Context: an optimization exercise on an open-source flow, tuned for small area. The choices shown serve that exercise and are no tape-out recipe. The RTL was checked by simulation tests, not by an equivalence proof against the original design. Power is estimated from default activity; no workload was simulated.

**flow/constraint.sdc**
```tcl
create_clock -name core_clock -period 10.0 [get_ports {CLK}]
set_input_delay 2.0000 -clock core_clock [delete_from_list [all_inputs] [get_ports {CLK}]]
set_output_delay 2.0000 -clock core_clock [all_outputs]
set_load 0.01 [all_outputs]
```
**flow/run.sh**
```bash
#!/bin/bash
# synth_recipe.tcl (not shown) runs the flow's synth.tcl, then flattens the netlist and writes it again
# the make line also repeats each setting of config.mk as NAME=value (left out here)
make -C /OpenROAD-flow-scripts/flow DESIGN_CONFIG=/design/flow/config.mk WORK_HOME=/design/flow/orfs CLKGATE_MAP_FILE= SYNTH_SCRIPT=/design/flow/synth_recipe.tcl finish
```
**flow/design.v**
```verilog
module dcache_mem_subsystem #(
  parameter int MEM_LATENCY = 5
) (
  input  logic       CLK,
  input  logic       RESET,
  input  logic       READ,
  input  logic       WRITE,
  input  logic [7:0] ADDRESS,
  input  logic [7:0] WRITE_DATA,
  output logic [7:0] READ_DATA,
  output logic       BUSYWAIT
);
  localparam int CW = $clog2(MEM_LATENCY + 1);
  typedef enum logic [1:0] {
    IDLE         = 2'd0,
    WRITE_BACK   = 2'd1,
    MEM_READ     = 2'd2,
    CACHE_UPDATE = 2'd3
  } state_t;
  state_t      state_r, state_next_s;
  logic [7:0]  valid_r, dirty_r;
  logic [2:0]  tag_r   [8];
  logic [31:0] block_r [8];
  logic [31:0] fill_r;
  logic [31:0] mem_r   [64];
  logic [CW-1:0] cnt_r, cnt_inc_s;
  logic        ack_r;
  logic [2:0]  tag_s, index_s;
  logic [1:0]  offset_s;
  logic        req_s, hit_s;
  logic        mem_read_s, mem_write_s, mem_req_s;
  logic [5:0]  mem_addr_s;
  logic [31:0] mem_wdata_s, mem_rdata_s;
  function automatic logic [7:0] get_byte(input logic [31:0] blk, input logic [1:0] off);
    get_byte = blk[{off, 3'b000} +: 8];
  endfunction
  function automatic logic [31:0] put_byte(input logic [31:0] blk, input logic [1:0] off,
                                           input logic [7:0] b);
    logic [31:0] r;
    r = blk;
    r[{off, 3'b000} +: 8] = b;
    put_byte = r;
  endfunction
  assign tag_s       = ADDRESS[7:5];
  assign index_s     = ADDRESS[4:2];
  assign offset_s    = ADDRESS[1:0];
  assign req_s       = READ | WRITE;
  assign hit_s       = valid_r[index_s] && (tag_r[index_s] == tag_s);
  assign mem_req_s   = mem_read_s | mem_write_s;
  assign mem_rdata_s = mem_r[mem_addr_s];
  assign cnt_inc_s   = cnt_r + {{(CW-1){1'b0}}, 1'b1};
  assign BUSYWAIT    = req_s && !((state_r == IDLE) && hit_s);
  always_comb begin
    READ_DATA = 8'd0;
    if (READ && !WRITE && hit_s && (state_r == IDLE)) begin
      READ_DATA = get_byte(block_r[index_s], offset_s);
    end else begin
      READ_DATA = 8'd0;
    end
  end
  always_comb begin
    state_next_s = state_r;
    mem_read_s   = 1'b0;
    mem_write_s  = 1'b0;
    mem_addr_s   = ADDRESS[7:2];
    mem_wdata_s  = 32'd0;
    case (state_r)
      IDLE: begin
        if (req_s && !hit_s) begin
          if (valid_r[index_s] && dirty_r[index_s]) begin
            state_next_s = WRITE_BACK;
          end else begin
            state_next_s = MEM_READ;
          end
        end else begin
          state_next_s = IDLE;
        end
      end
      WRITE_BACK: begin
        mem_write_s = 1'b1;
        mem_addr_s  = {tag_r[index_s], index_s};
        mem_wdata_s = block_r[index_s];
        if (ack_r) begin
          state_next_s = MEM_READ;
        end else begin
          state_next_s = WRITE_BACK;
        end
      end
      MEM_READ: begin
        mem_read_s = 1'b1;
        if (ack_r) begin
          state_next_s = CACHE_UPDATE;
        end else begin
          state_next_s = MEM_READ;
        end
      end
      CACHE_UPDATE: begin
        state_next_s = IDLE;
      end
      default: begin
        state_next_s = IDLE;
      end
    endcase
  end
  always_ff @(posedge CLK) begin
    if (!RESET) begin
      state_r <= IDLE;
      valid_r <= 8'd0;
      dirty_r <= 8'd0;
      fill_r  <= 32'd0;
      for (int i = 0; i < 8; i++) begin
        tag_r[i]   <= 3'd0;
        block_r[i] <= 32'd0;
      end
    end else begin
      state_r <= state_next_s;
      case (state_r)
        IDLE: begin
          if (WRITE && hit_s) begin
            block_r[index_s] <= put_byte(block_r[index_s], offset_s, WRITE_DATA);
            dirty_r[index_s] <= 1'b1;
          end
        end
        MEM_READ: begin
          if (ack_r) begin
            fill_r <= mem_rdata_s;
          end
        end
        CACHE_UPDATE: begin
          block_r[index_s] <= fill_r;
          tag_r[index_s]   <= tag_s;
          valid_r[index_s] <= 1'b1;
          dirty_r[index_s] <= 1'b0;
        end
        default: begin
        end
      endcase
    end
  end
  always_ff @(posedge CLK) begin
    if (!RESET) begin
      cnt_r <= {CW{1'b0}};
      ack_r <= 1'b0;
      for (int i = 0; i < 64; i++) begin
        mem_r[i] <= 32'd0;
      end
    end else if (mem_req_s) begin
      if (ack_r) begin
        cnt_r <= {CW{1'b0}};
        ack_r <= 1'b0;
        if (mem_write_s) begin
          mem_r[mem_addr_s] <= mem_wdata_s;
        end
      end else begin
        cnt_r <= cnt_inc_s;
        ack_r <= (cnt_inc_s == CW'(MEM_LATENCY));
      end
    end else begin
      cnt_r <= {CW{1'b0}};
      ack_r <= 1'b0;
    end
  end
endmodule
```
**flow/config.mk**
```make
export PLATFORM = sky130hd
export DESIGN_NAME = dcache_mem_subsystem
export DESIGN_NICKNAME = dcache_mem_subsystem
export VERILOG_FILES = /design/flow/design.v
export SDC_FILE = /design/flow/constraint.sdc
export NUM_CORES = 4
export LEC_CHECK = 0
export CAP_MARGIN = 20
export CORE_MARGIN = 2
export CORE_UTILIZATION = 25
export SLEW_MARGIN = 20
```
==> out/metrics.yaml, run 1 <==
dp.cells: 13009
synth_edf_count: 2328
layout.nets: 7834
synth_cell_types: 89
gr-total-overflow: 0
track_usage_pct: 17.9
antenna_found_initial: 23
viasPerCell: 5.43
finalCritPeriodShare_pct: 81.4
syn2layout_area_growth_pct: 13.2
vdd_drop_max_mv: 0.142
clk_pin_slew_ps: 50
multi_input_area_um2: 30200
hold_path_depth: 1
cts_hold_buf: 0
wl_per_cell_um: 29.3
max_slew_margin_pct: 11.4
nFillCells: 41875
final_layout_size_suffix_gt1_share_pct: 14.4
layout_commonest_cell: "nor2_1"
power_density_nw_per_um2: 187
portBuffers: 28
max_cap_viol_count: 0
layout_setup_ws_ps: 1860
clockRootBuffer: "clkbuf_16"
start_util_pct: 25.1
die_w_um: 651
synth-async-reset-ratio_pct: 0
drt-total-wl_um: 396000
cts_max_level: 5
ys_seq_area_share_pct: 67.8
r2r-start: "state_r[1]$_SDFF_PN0_"
use_met3_pct: 6.03
use_met1_pct: 23.2
dp_hpwl_um: 221000
synth_area_um2: 105000
rrSetupSlack_ps: 4810
grt.busiest_layer: "met2"
first_iter_violations: 12619
cp_max_fo: 65
max-clock-path-buffers: 4
synth_nets: 8120
vias: 73216
slew_viol_final: 0
timing.fmax_mhz: 123
grtUsageMet2_pct: 25.7
worstReg2RegEnd: "mem_r[25][30]$_SDFFCE_PN0P_"
die_y_um: 651
synthXorXnorAreaFrac_pct: 0.0335
synth_compound_area_share_pct: 9.41
synth_warnings: 1
drt_first_pass_iters: 9
grt_max_degree: 105
min_path_type: "flip-flop to flip-flop"
remaining_drc_errors: 0
die-area_um2: 424000
setup-violations-final: 0
avgSynthCellArea_um2: 12.9
power.leakage_nw: 37.7
clk_latency_ps: 950
status: "finished clean"
skew_ps: 55.7
hold_path_end: "cnt_r[0]$_SDFF_PP0_"
numCtsBuffers: 275
final_cell_mix: "nor2_1 (2506), edfxtp_1 (2328), a221oi_1 (372), clkbuf_16 (279), nand2_1 (248)"
postCtsSetupRepairBufs: 0
ios: 29
instances_no_fill: 13486
cts_tree: "built"
synth-simple-area-share_pct: 11.7
synth-seq-cells: 2382
routabilityCongestion: 0.923
min_from: "cnt_r[0]$_SDFF_PP0_"
clkSinkCount: 2382
core-area_um2: 417000
synthCells: 8085
crit_arrival_ps: 6140
path_class: "input port to primary output"
grt_pass1_vias: 68974
pre_cts_ws_ps: 2000
ff2ff_path_depth: 11
worst_pin_slew_ps: 1330
startpoint_type: "input port"
drtAntennaViolNets: 0
synthFlopType: "edfxtp_1"
synth_top_family_by_area: "simple AND/OR/NAND/NOR gates"
rsz0062_at_grt: "no"
critPathCaptureType: "primary output"
synthMuxAreaShare_pct: 6.96
synthAdderAreaFrac_pct: 0.179
min_period_ps: 8140
rows: 237
fin_setup_tns_ps: 0
hold_viol: 0
grt_pass1_wl_um: 546000
register_area_um2: 71000
cts_resized: 0
critical_path_required_ps: 8000
## where the power goes
part / switching [mW] / internal (mW)
registers: 0.0892 / 11.3
clock network: 4.00 / 5.21
logic: 1.23 / 0.415
total: 5.31 / 16.9
## sequential cells by signal, indices dropped and copies added (netlist names), named ones only
| name | cells |
|---|---|
| valid_r | 8 |
| block_r | 256 |
| ack_r | 1 |
| state_r | 2 |
| tag_r | 24 |
| mem_r | 2048 |
| cnt_r | 3 |
| fill_r | 32 |
## cell usage after synthesis, drive strengths merged (8+ instances only)
master      n  area share (%)
a41oi       8           0.067
mux4      129             2.8
a222oi     13            0.12
nand2b     21            0.13
nand4       8           0.048
a221o      66            0.63
nor3       43            0.21
a21oi      94            0.45
a31oi      33            0.20
mux2      205             2.2
o221ai     33            0.28
nand3      30            0.23
mux2i     207             2.0
a22oi     140             1.0
nor2     2541             9.2
and2       10           0.060
o2bb2ai    32            0.27
a22o       35            0.29
ha         15            0.18
edfxtp   2328              67
a221oi    372             3.1
nor2b      11           0.066
o221a       8           0.086
a2111oi     9           0.094
inv        23           0.083
and3       14           0.084
o2111ai    12            0.11
o211ai     57            0.55
clkbuf    340             1.2
o22a       10           0.084
o22ai      62            0.39
buf       476             2.6
o21ai     172            0.84
dfxtp      54             1.0
nand2     347             1.4
a211oi     36            0.26
## kinds of logic after synthesis
family	count (synthesis)
fa+ha+maj	15
simple gates	3052
mux	541
buf+inv	839
flops	2382
compound gates	1252
xor+xnor	4
## stage by stage
step	utilization [%]	hold WS, ps	instance area, um2	power, mW
global route	28.4	484	118000	22.6
floorplan	-	417	105000	12.4
global placement	26.4	431	110000	13.1
CTS	28.4	456	118000	22.1
finish	28.4	453	118000	22.2
detailed placement	26.5	447	110000	13.1
## critical path: stages
cell	delay [ps]
buf_8	520
or2_1	840
o22ai_2	240
or3_4	400
a2111oi_4	480
and2_1	340
nand4b_1	400
nor2b_1	280
clkdlybuf4s50_1	570
## how the worst max path moves through the flow
| stage | start | end | slack (ps) |
|---|---|---|---|
| final | ADDRESS[4] | READ_DATA[4] | 1860 |
| after global routing | ADDRESS[4] | READ_DATA[4] | 1770 |
| after detailed placement | ADDRESS[4] | READ_DATA[4] | 2000 |
| after CTS | ADDRESS[4] | READ_DATA[4] | 1990 |
| after floorplan | ADDRESS[3] | block_r[5][0]$_SDFFCE_PN0P_ | 3550 |
| after global placement | ADDRESS[4] | READ_DATA[4] | 2060 |
## per-layer routing
layer / vias up / part of all wire (%)
met1: 37123 / 37
met5: - / 0.11
li1: 29306 / -
met2: 5594 / 42
met4: 18 / 6.7
met3: 1175 / 14
## layout make-up
cell class	instances	share of cell area, %
clock inverter	106	0.487
sequential	2382	59.9
timing repair buffer	253	1.94
multi-input combinational	4864	25.5
tap	5497	5.81
clock buffer	354	6.18
antenna	7	0.0148
inverter	23	0.0866
==> inputs of run 2 (changes only) <==
==> flow/design.v (replaced) <==
module dcache_ao22 (
  input  logic a1, a2, b1, b2,
  output logic y
);
  assign y = (a1 & a2) | (b1 & b2);
endmodule
module dcache_aoi222 (
  input  logic a1, a2, b1, b2, c1, c2,
  output logic y
);
  assign y = !((a1 & a2) | (b1 & b2) | (c1 & c2));
endmodule
module dcache_nor2 (
  input  logic a, b,
  output logic y
);
  assign y = !(a | b);
endmodule
module dcache_nand2 (
  input  logic a, b,
  output logic y
);
  assign y = !(a & b);
endmodule
module dcache_mem_subsystem (
  input  logic       CLK,
  input  logic       RESET,
  input  logic       READ,
  input  logic       WRITE,
  input  logic [7:0] ADDRESS,
  input  logic [7:0] WRITE_DATA,
  output logic [7:0] READ_DATA,
  output logic       BUSYWAIT
);
  logic [7:0]    valid_r, dirty_r;
  logic [2:0]    tag_r [8];
  logic [3:0]    cnt_r;             
  logic [2047:0] mem_r;             
  logic [2047:0] mem_next_s;
  logic [2:0]   tag_s, index_s;
  logic         req_s, hit_s, idle_s, wen_s;
  logic [15:0]  pre_lo_n_s, pre_hi_n_s, wlo_s, whi_s, wlo_n_s, whi_n_s;
  logic [255:0] sel_s, we_s, hold_s;
  logic [7:0]   wd_s;
  logic [85:0]  grp_n_s [8];
  assign tag_s   = ADDRESS[7:5];
  assign index_s = ADDRESS[4:2];
  assign req_s   = READ | WRITE;
  assign idle_s  = (cnt_r == 4'd0);
  assign hit_s   = valid_r[index_s] && (tag_r[index_s] == tag_s);
  assign BUSYWAIT = req_s && !(idle_s && hit_s);
  assign wen_s = WRITE && hit_s && idle_s;
  assign wd_s  = WRITE_DATA & {8{RESET}};
  always_comb begin
    for (int j = 0; j < 16; j++) begin
      pre_lo_n_s[j] = (ADDRESS[3:0] != 4'(j));
      pre_hi_n_s[j] = (ADDRESS[7:4] != 4'(j));
      wlo_s[j]      = (!pre_lo_n_s[j] && wen_s) || !RESET;
      whi_s[j]      = !pre_hi_n_s[j] || !RESET;
      wlo_n_s[j]    = !wlo_s[j];
      whi_n_s[j]    = !whi_s[j];
    end
  end
  for (genvar i = 0; i < 256; i++) begin : g_row
    dcache_nor2 u_sel (
      .a(pre_lo_n_s[i % 16]), .b(pre_hi_n_s[i / 16]), .y(sel_s[i])
    );
    dcache_nor2 u_we (
      .a(wlo_n_s[i % 16]), .b(whi_n_s[i / 16]), .y(we_s[i])
    );
    dcache_nand2 u_hold (
      .a(wlo_s[i % 16]), .b(whi_s[i / 16]), .y(hold_s[i])
    );
    for (genvar b = 0; b < 8; b++) begin : g_bit
      dcache_ao22 u_next (
        .a1(mem_r[8*i + b]), .a2(hold_s[i]), .b1(we_s[i]), .b2(wd_s[b]),
        .y(mem_next_s[8*i + b])
      );
    end
  end
  always_ff @(posedge CLK) begin
    mem_r <= mem_next_s;
  end
  for (genvar b = 0; b < 8; b++) begin : g_rd
    for (genvar g = 0; g < 85; g++) begin : g_leaf
      dcache_aoi222 u_leaf (
        .a1(mem_r[8*(3*g) + b]),     .a2(sel_s[3*g]),
        .b1(mem_r[8*(3*g + 1) + b]), .b2(sel_s[3*g + 1]),
        .c1(mem_r[8*(3*g + 2) + b]), .c2(sel_s[3*g + 2]),
        .y(grp_n_s[b][g])
      );
    end
    assign grp_n_s[b][85] = !(mem_r[8*255 + b] && sel_s[255]);
    assign READ_DATA[b] = !(&grp_n_s[b]);
  end
  always_ff @(posedge CLK) begin
    if (!RESET) begin
      valid_r <= 8'd0;
      dirty_r <= 8'd0;
      cnt_r   <= 4'd0;
    end else if (idle_s) begin
      if (req_s && !hit_s) begin
        cnt_r <= dirty_r[index_s] ? 4'd13 : 4'd7;
      end
      if (wen_s) begin
        dirty_r[index_s] <= 1'b1;
      end
    end else begin
      cnt_r <= cnt_r - 4'd1;
      if (cnt_r == 4'd1) begin
        valid_r[index_s] <= 1'b1;
        dirty_r[index_s] <= 1'b0;
      end
    end
  end
  always_ff @(posedge CLK) begin
    if (RESET && cnt_r == 4'd1) begin
      tag_r[index_s] <= tag_s;
    end
  end
endmodule
--- a/flow/config.mk
+++ b/flow/config.mk
@@ -9,3 +9,6 @@
 export CORE_MARGIN = 2
-export CORE_UTILIZATION = 25
+export CORE_UTILIZATION = 60
+export CTS_CLUSTER_DIAMETER = 100
+export CTS_CLUSTER_SIZE = 30
 export SLEW_MARGIN = 20
+export SYNTH_HIERARCHICAL = 1
==> run 2 against run 1 <==
- now fails the layout checks on setup timing
- sequential share of layout area shrank 6.3 points
- highest routed layer unchanged
- register-to-register slack better by 1000 ps
- global-route usage up 25 points
- wire length down 30%
==> out/metrics.yaml, run 2 <==
largestRegisters: "mem_r: 2048 flops, tag_r: 24 flops, valid_r: 8 flops"
timing.fmax_mhz: 98.7
synth-async-reset-ratio_pct: 0
synth_top_family_by_area: "compound AO/OA/AOI/OAI gates"
ios: 29
avgSynthCellArea_um2: 11.9
fin_area_um2: 78500
drt_first_pass_iters: 20
dp_hpwl_um: 175000
synth_top_cell_by_area: "dfxtp_1"
die-area_um2: 124000
layout_setup_ws_ps: -128
nFillCells: 9481
wl_met3_um: 36200
power_density_nw_per_um2: 202
vdd_drop_max_mv: 0.188
max-clock-path-buffers: 3
skew_ps: 26.6
cts_tree: "built"
synthFlopType: "dfxtp_1"
synth_top_area_share_pct: 56.8
synth_warnings: 9
ys_seq_area_share_pct: 57.7
clk_latency_ps: 730
dp.cells: 7857
drtAntennaViolNets: 0
start_util_pct: 60.6
synthTopCellsByCount: "dfxtp_1 (2068), a22o_1 (2048), a222oi_1 (680)"
final_layout_size_suffix_gt1_share_pct: 4.30
antenna_found_initial: 11
layout_commonest_cell: "dfxtp_1"
synth-simple-area-share_pct: 6.80
numCtsBuffers: 79
grt_pass1_wl_um: 400000
die_y_um: 353
instances_no_fill: 7952
synthXorXnorAreaFrac_pct: 0.0720
finalCritPeriodShare_pct: 101
vias: 63212
layout.nets: 6354
critical_path_required_ps: 8000
rrSetupSlack_ps: 5840
top_register: "mem_r"
rsz0062_at_grt: "no"
viasPerCell: 7.95
slowest_delay_ps: 930
largest_reg_flops: 2048
synthMuxAreaShare_pct: 0.334
synth-seq-cells: 2092
post_dp_cell_area_um2: 76400
core-area_um2: 120000
slew_viol_final: 0
clockRootBuffer: "clkbuf_16"
routabilityCongestion: 1.02
synthAdderAreaFrac_pct: 0.120
clk_pin_slew_ps: 120
synthCells: 6120
synth.most_common_cell: "dfxtp_1"
postCtsSetupRepairBufs: 0
worst_pin_slew_ps: 1300
register_area_um2: 42100
rows: 127
top_layer: "met5"
crit_arrival_ps: 8130
so_faults: "setup timing"
power.leakage_nw: 30.1
setup-violations-final: 1
grt_max_degree: 143
path_class: "input port to primary output"
drt-total-wl_um: 278000
final_cell_mix: "dfxtp_1 (2068), a22o_1 (2048), a222oi_1 (680), nor2_1 (537), nand2_1 (324)"
wl_per_cell_um: 34.9
status: "failed layout checks"
multi_input_area_um2: 30900
cts_hold_buf: 0
synth_nets: 6147
synth_compound_area_share_pct: 34.6
cp_cell_sequence: "clkdlybuf4s50_1 -> inv_1 -> ha_1 -> nand2_2 -> nor2_1 -> a222oi_1 -> nand4_1 -> nor4_1 -> buf_4 -> nand2_1 -> nor4_1 -> nand3_1 -> clkdlybuf4s50_1"
crit_slowest_cell: "nor4_1"
synth_area_um2: 72900
max_slew_margin_pct: 13.7
max_cap_viol_count: 0
first_iter_violations: 12945
die_w_um: 353
synthTopCellsByArea: "dfxtp_1 (57%), a22o_1 (25%), a222oi_1 (9.3%)"
startpoint_type: "input port"
hold_viol: 0
cp_max_fo: 16
track_usage_pct: 42.4
clkSinkCount: 2092
grt_pass1_vias: 57524
cts_max_level: 3
syn2layout_area_growth_pct: 7.60
critPathCaptureType: "primary output"
synth_edf_count: 24
synth_cell_types: 40
min_period_ps: 10130
fin_hold_ws_ps: 475
gr-total-overflow: 0
min_path_type: "flip-flop to flip-flop"
met2_length_um: 114000
portBuffers: 28
remaining_drc_errors: 0
wl_met1_um: 108000
[run 2: final timing paths]
kind                                              start                       to  depth (start not counted)
worst min register to register  valid_r[7]$_SDFFE_PN0P_  valid_r[7]$_SDFFE_PN0P_                          1
worst max register to register    tag_r[6][0]$_DFFE_PP_      mem_r[1097]$_DFF_P_                         10
worst min-delay path            valid_r[7]$_SDFFE_PN0P_  valid_r[7]$_SDFFE_PN0P_                          1
worst max-delay path                         ADDRESS[3]             READ_DATA[2]                         13
[run 2: cells by family after synthesis]
kind of cell	count (synthesis)
AO/OA/AOI/OAI	2800
XOR/XNOR	6
adder cells (fa/ha/maj)	7
buffers and inverters	50
flip-flops	2092
multiplexers	19
AND/OR/NAND/NOR	1146
[run 2: routing by layer]
metal  GRT usage (%)  up-vias
met5           0.231        -
met4            26.3       18
met3            10.9      944
met2            59.6     4866
met1            58.1    30943
li1                -    26441
[run 2: report_power, final]
part           total [mW]  switching, mW  internal, mW
logic                1.92           1.07         0.851
registers            9.93          0.634          9.30
clock network        4.02           2.54          1.48
total                15.9           4.25          11.6
[run 2: area by class of cell]
cell class	instances	area share, %
clock buffer	84	2.61
tap	1612	2.57
clock inverter	1	0.0112
antenna	9	0.0287
multi-input combinational	3978	39.3
timing repair buffer	153	1.67
inverter	23	0.110
sequential	2092	53.7
[run 2: stage by stage]
step	setup slack (ps)	setup TNS (ps)	total power, mW	util [%]
final	-128	-128	15.9	65.2
after global routing	13.1	0	16.3	65.2
after global placement	337	0	11.9	63.5
after detailed placement	323	0	11.9	63.5
after floorplan	2730	0	11.2	-
after CTS	307	0	15.8	65.2
[run 2: repair_timing]
item                       CTS  global route
hold endpoints to repair     0             0
resized for setup            0             1
setup endpoints to repair    0             1
[run 2: Yosys stat by module, one instance, submodules excluded]
module | cell area (um2) | copies in the design
dcache_mem_subsystem | 45300 | 1
dcache_aoi222 | 10.0 | 680
dcache_ao22 | 8.76 | 2048
dcache_nand2 | 3.75 | 256
dcache_nor2 | 3.75 | 512
[run 2: critical path: cells and delay by family]
kind / cells / cell delay, ps
buffers and inverters: 4 / 1780
adder cells (fa/ha/maj): 1 / 410
AND/OR/NAND/NOR: 7 / 3460
AO/OA/AOI/OAI: 1 / 450
==> inputs of run 3 (changes only) <==
--- a/flow/design.v
+++ b/flow/design.v
@@ -23,2 +23,14 @@
   assign y = !(a & b);
+endmodule
+module dcache_nand4 (
+  input  logic a, b, c, d,
+  output logic y
+);
+  assign y = !(a & b & c & d);
+endmodule
+module dcache_nand3 (
+  input  logic a, b, c,
+  output logic y
+);
+  assign y = !(a & b & c);
 endmodule
@@ -84,2 +96,5 @@
   for (genvar b = 0; b < 8; b++) begin : g_rd
+    logic [21:0] l1_s;
+    logic [10:0] l2_n_s;
+    logic [2:0]  l3_s;
     for (genvar g = 0; g < 85; g++) begin : g_leaf
@@ -92,4 +107,17 @@
     end
-    assign grp_n_s[b][85] = !(mem_r[8*255 + b] && sel_s[255]);
-    assign READ_DATA[b] = !(&grp_n_s[b]);
+    dcache_nand2 u_leaf_last (.a(mem_r[8*255 + b]), .b(sel_s[255]), .y(grp_n_s[b][85]));
+    for (genvar g = 0; g < 21; g++) begin : g_l1
+      dcache_nand4 u_l1 (
+        .a(grp_n_s[b][4*g]), .b(grp_n_s[b][4*g + 1]), .c(grp_n_s[b][4*g + 2]),
+        .d(grp_n_s[b][4*g + 3]), .y(l1_s[g])
+      );
+    end
+    dcache_nand2 u_l1_last (.a(grp_n_s[b][84]), .b(grp_n_s[b][85]), .y(l1_s[21]));
+    for (genvar g = 0; g < 11; g++) begin : g_l2
+      dcache_nor2 u_l2 (.a(l1_s[2*g]), .b(l1_s[2*g + 1]), .y(l2_n_s[g]));
+    end
+    dcache_nand4 u_l3a (.a(l2_n_s[0]), .b(l2_n_s[1]), .c(l2_n_s[2]), .d(l2_n_s[3]), .y(l3_s[0]));
+    dcache_nand4 u_l3b (.a(l2_n_s[4]), .b(l2_n_s[5]), .c(l2_n_s[6]), .d(l2_n_s[7]), .y(l3_s[1]));
+    dcache_nand3 u_l3c (.a(l2_n_s[8]), .b(l2_n_s[9]), .c(l2_n_s[10]), .y(l3_s[2]));
+    assign READ_DATA[b] = l3_s[0] | l3_s[1] | l3_s[2];
   end
--- a/flow/config.mk
+++ b/flow/config.mk
@@ -9,5 +9,6 @@
 export CORE_MARGIN = 2
-export CORE_UTILIZATION = 60
+export CORE_UTILIZATION = 55
 export CTS_CLUSTER_DIAMETER = 100
 export CTS_CLUSTER_SIZE = 30
+export SETUP_SLACK_MARGIN = 0.8
 export SLEW_MARGIN = 20
==> run 3 against run 2 <==
- the run now finishes clean
- critical path depth shrank 3
- first-iteration DRC count shrank 4.0%
- hold slack gained 3.1 ps
- final cell count grew 2.4%
- clock skew grew 18 ps
- synthesized area grew 0.21%
- largest cell class unchanged
- non-clock buffer count shrank 19
- wire length grew 0.66%
- die area grew 9.2%
- critical endpoint is now READ_DATA[7]
==> out/metrics.yaml, run 3 <==
ys_seq_area_share_pct: 57.6
synthTopCellsByCount: "dfxtp_1 (2068), a22o_1 (2048), a222oi_1 (680)"
post_dp_cell_area_um2: 76700
die-area_um2: 136000
max_cap_viol_count: 0
drt_first_pass_iters: 17
startpoint_type: "input port"
routabilityCongestion: 0.952
remaining_drc_errors: 0
critPathCaptureType: "primary output"
synth-seq-cells: 2092
synth_top_cell_by_area: "dfxtp_1"
cts_max_level: 3
status: "finished clean"
synth_cell_types: 45
portBuffers: 28
antenna_found_initial: 9
grt_max_degree: 146
clk_pin_slew_ps: 110
start_util_pct: 55.5
viasPerCell: 7.67
synthFlopType: "dfxtp_1"
min_path_type: "flip-flop to flip-flop"
avgSynthCellArea_um2: 11.8
numCtsBuffers: 79
drt-total-wl_um: 280000
layout.nets: 6391
first_iter_violations: 12431
max-clock-path-buffers: 3
core-area_um2: 132000
layout_commonest_cell: "dfxtp_1"
drtAntennaViolNets: 0
synth_edf_count: 24
synth_top_area_share_pct: 56.6
timing.fmax_mhz: 107
track_usage_pct: 39.3
synth_area_um2: 73100
crit_arrival_ps: 7330
finalCritPeriodShare_pct: 93.3
min_period_ps: 9330
syn2layout_area_growth_pct: 7.95
slew_viol_final: 0
rows: 133
max_slew_margin_pct: 19.4
power.leakage_nw: 30.2
clockRootBuffer: "clkbuf_16"
cts_hold_buf: 0
synthTopCellsByArea: "dfxtp_1 (57%), a22o_1 (25%), a222oi_1 (9.3%)"
power_density_nw_per_um2: 202
die_w_um: 369
vias: 62442
largestRegisters: "mem_r: 2048 flops, tag_r: 24 flops, valid_r: 8 flops"
largest_reg_flops: 2048
die_y_um: 369
cts_tree: "built"
skew_ps: 45.0
fin_area_um2: 78900
vdd_drop_max_mv: 0.141
final_layout_size_suffix_gt1_share_pct: 4.31
fin_setup_tns_ps: 0
cp_max_fo: 17
grt_pass1_vias: 56835
synth-async-reset-ratio_pct: 0
worst_pin_slew_ps: 1210
dp_hpwl_um: 178000
synth_warnings: 8
synth_nets: 6202
clk_latency_ps: 760
clkSinkCount: 2092
final_cell_mix: "dfxtp_1 (2068), a22o_1 (2048), a222oi_1 (680), nor2_1 (620), nand2_1 (317)"
ios: 29
synth.most_common_cell: "dfxtp_1"
wl_per_cell_um: 34.3
gr-total-overflow: 0
synthCells: 6175
setup-violations-final: 0
path_class: "input port to primary output"
rsz0062_at_grt: "yes"
grt_pass1_wl_um: 402000
nFillCells: 10873
top_register: "mem_r"
hold_viol: 0
critical_path_required_ps: 8000
==> run 3: changes by cell type in the layout (fill, tap and decap cells not counted), sizes merged, moves of 5 or more <==
cell,delta
nor2,+88
nor4,-40
nand4,+24
buf,-19
nand3,-16
or3,+8
or4,-8
diode,+5
==> run 3: worst paths after layout <==
check,startpoint,to,slack [ps],depth (start not counted)
worst min register to register,valid_r[3]$_SDFFE_PN0P_,valid_r[3]$_SDFFE_PN0P_,480,1
worst min-delay path,valid_r[3]$_SDFFE_PN0P_,valid_r[3]$_SDFFE_PN0P_,480,1
worst max-delay path,ADDRESS[6],READ_DATA[7],670,10
worst max register to register,cnt_r[0]$_SDFFE_PN0P_,mem_r[200]$_DFF_P_,5570,11
==> run 3: layout make-up <==
class / instances / area, um2 / area share [%]
flip-flops and latches: 2092 / 42100 / 53.4
multi-input cells: 4034 / 31100 / 39.4
well taps: 1755 / 2200 / 2.78
clock buffers: 88 / 2130 / 2.70
repair buffers: 134 / 1230 / 1.56
inverters: 23 / 86.3 / 0.109
diodes: 14 / 35.0 / 0.0444
clock inverters: 3 / 26.3 / 0.0333
==> run 3: Yosys stat by module (local to each module, per instance) <==
module | cells | copies in the design
dcache_aoi222 | 1 | 680
dcache_nand4 | 1 | 184
dcache_nand3 | 1 | 8
dcache_nand2 | 1 | 272
dcache_ao22 | 1 | 2048
dcache_mem_subsystem | 2383 | 1
dcache_nor2 | 1 | 600
==> run 3: cells by family (layout without fill, tap and decap cells) <==
| family | Yosys count | in the layout | share of synthesized area (%) |
|---|---|---|---|
| other cells | 0 | 14 | 0 |
| simple gates | 1201 | 1201 | 7.00 |
| buf+inv | 49 | 248 | 0.286 |
| flops | 2092 | 2092 | 57.6 |
| fa+ha+maj | 7 | 7 | 0.120 |
| xor+xnor | 6 | 6 | 0.0719 |
| compound gates | 2800 | 2800 | 34.5 |
| mux | 20 | 20 | 0.349 |
==> run 3: what timing repair did <==
item,4_1_cts,5_1_grt
setup endpoints to repair,3,8
pin swaps,0,0
gates cloned,0,0
resized for setup,3,10
setup buffers,0,0
==> run 3: where the power goes <==
| part | total, mW | switching, mW | internal [mW] |
|---|---|---|---|
| clock | 4.11 | 2.58 | 1.54 |
| combinational | 1.92 | 1.07 | 0.846 |
| sequential | 9.92 | 0.619 | 9.30 |
==> run 3: metrics by stage <==
step	std cells	setup slack [ps]	utilization, %	power [mW]	hold WS, ps
CTS	8129	828	59.9	15.9	480
detailed placement	8038	681	58.2	11.9	454
finish	8143	675	59.9	15.9	478
global placement	8037	663	58.2	11.9	442
global route	8129	696	59.9	16.4	497
floorplan	6175	2730	-	11.2	433
==> run 3: worst max-delay path, stage by stage <==
cell             delay [ps]
clkdlybuf4s50_1         990
nor2b_1                 190
nand2_1                 700
nor2_1                  340
a222oi_1                580
nand4_1                 240
nor2_1                  610
nand4_1                 490
or3_1                   620
clkdlybuf4s50_1         530
==> run 3: routing by layer <==
layer  vias up  global-route usage (%)  routed length, um
met2      4378                    55.3             114000
met1     30760                    55.5             114000
li1      26552                       -                  -
met5         -                   0.570                118
met4         4                    19.2              15600
met3       748                    10.6              35400

==> separate check: timing with driven ports <==
In the flow no input, the clock included, has a driving cell. The finished layouts below were timed again as built, in two steps. Step 1, drivers: a clkbuf_16 drives CLK and a buf_2 each remaining input, both assumed. Step 2 moves the port delays by t, midway between the first and last clock arrival at a register: inputs arrive t later, outputs are due t later. That takes back most of the time a late clock gives input paths. Slacks: ideal / step 1 / step 2; pairs: ideal / step 1.
| run | shift t [ns] | setup slack, ns | worst hold slack (ns) | clock arrival spread, ns | worst slew at a driven data input, ns |
|---|---|---|---|---|---|
| run 1 | 1.015 | 1.860 / 1.812 / 1.812 | 0.453 / 0.453 / 0.453 | 0.062 / 0.062 | 0.05 |
| run 2 | 0.798 | -0.128 / -0.149 / -0.149 | 0.475 / 0.475 / 0.475 | 0.029 / 0.029 | 0.07 |
| run 3 | 0.814 | 0.675 / 0.652 / 0.652 | 0.478 / 0.478 / 0.478 | 0.048 / 0.048 | 0.04 |
The setup slack of run 1, which loses most, moves by -0.048 ns with the drivers and by -0.048 ns with both steps.
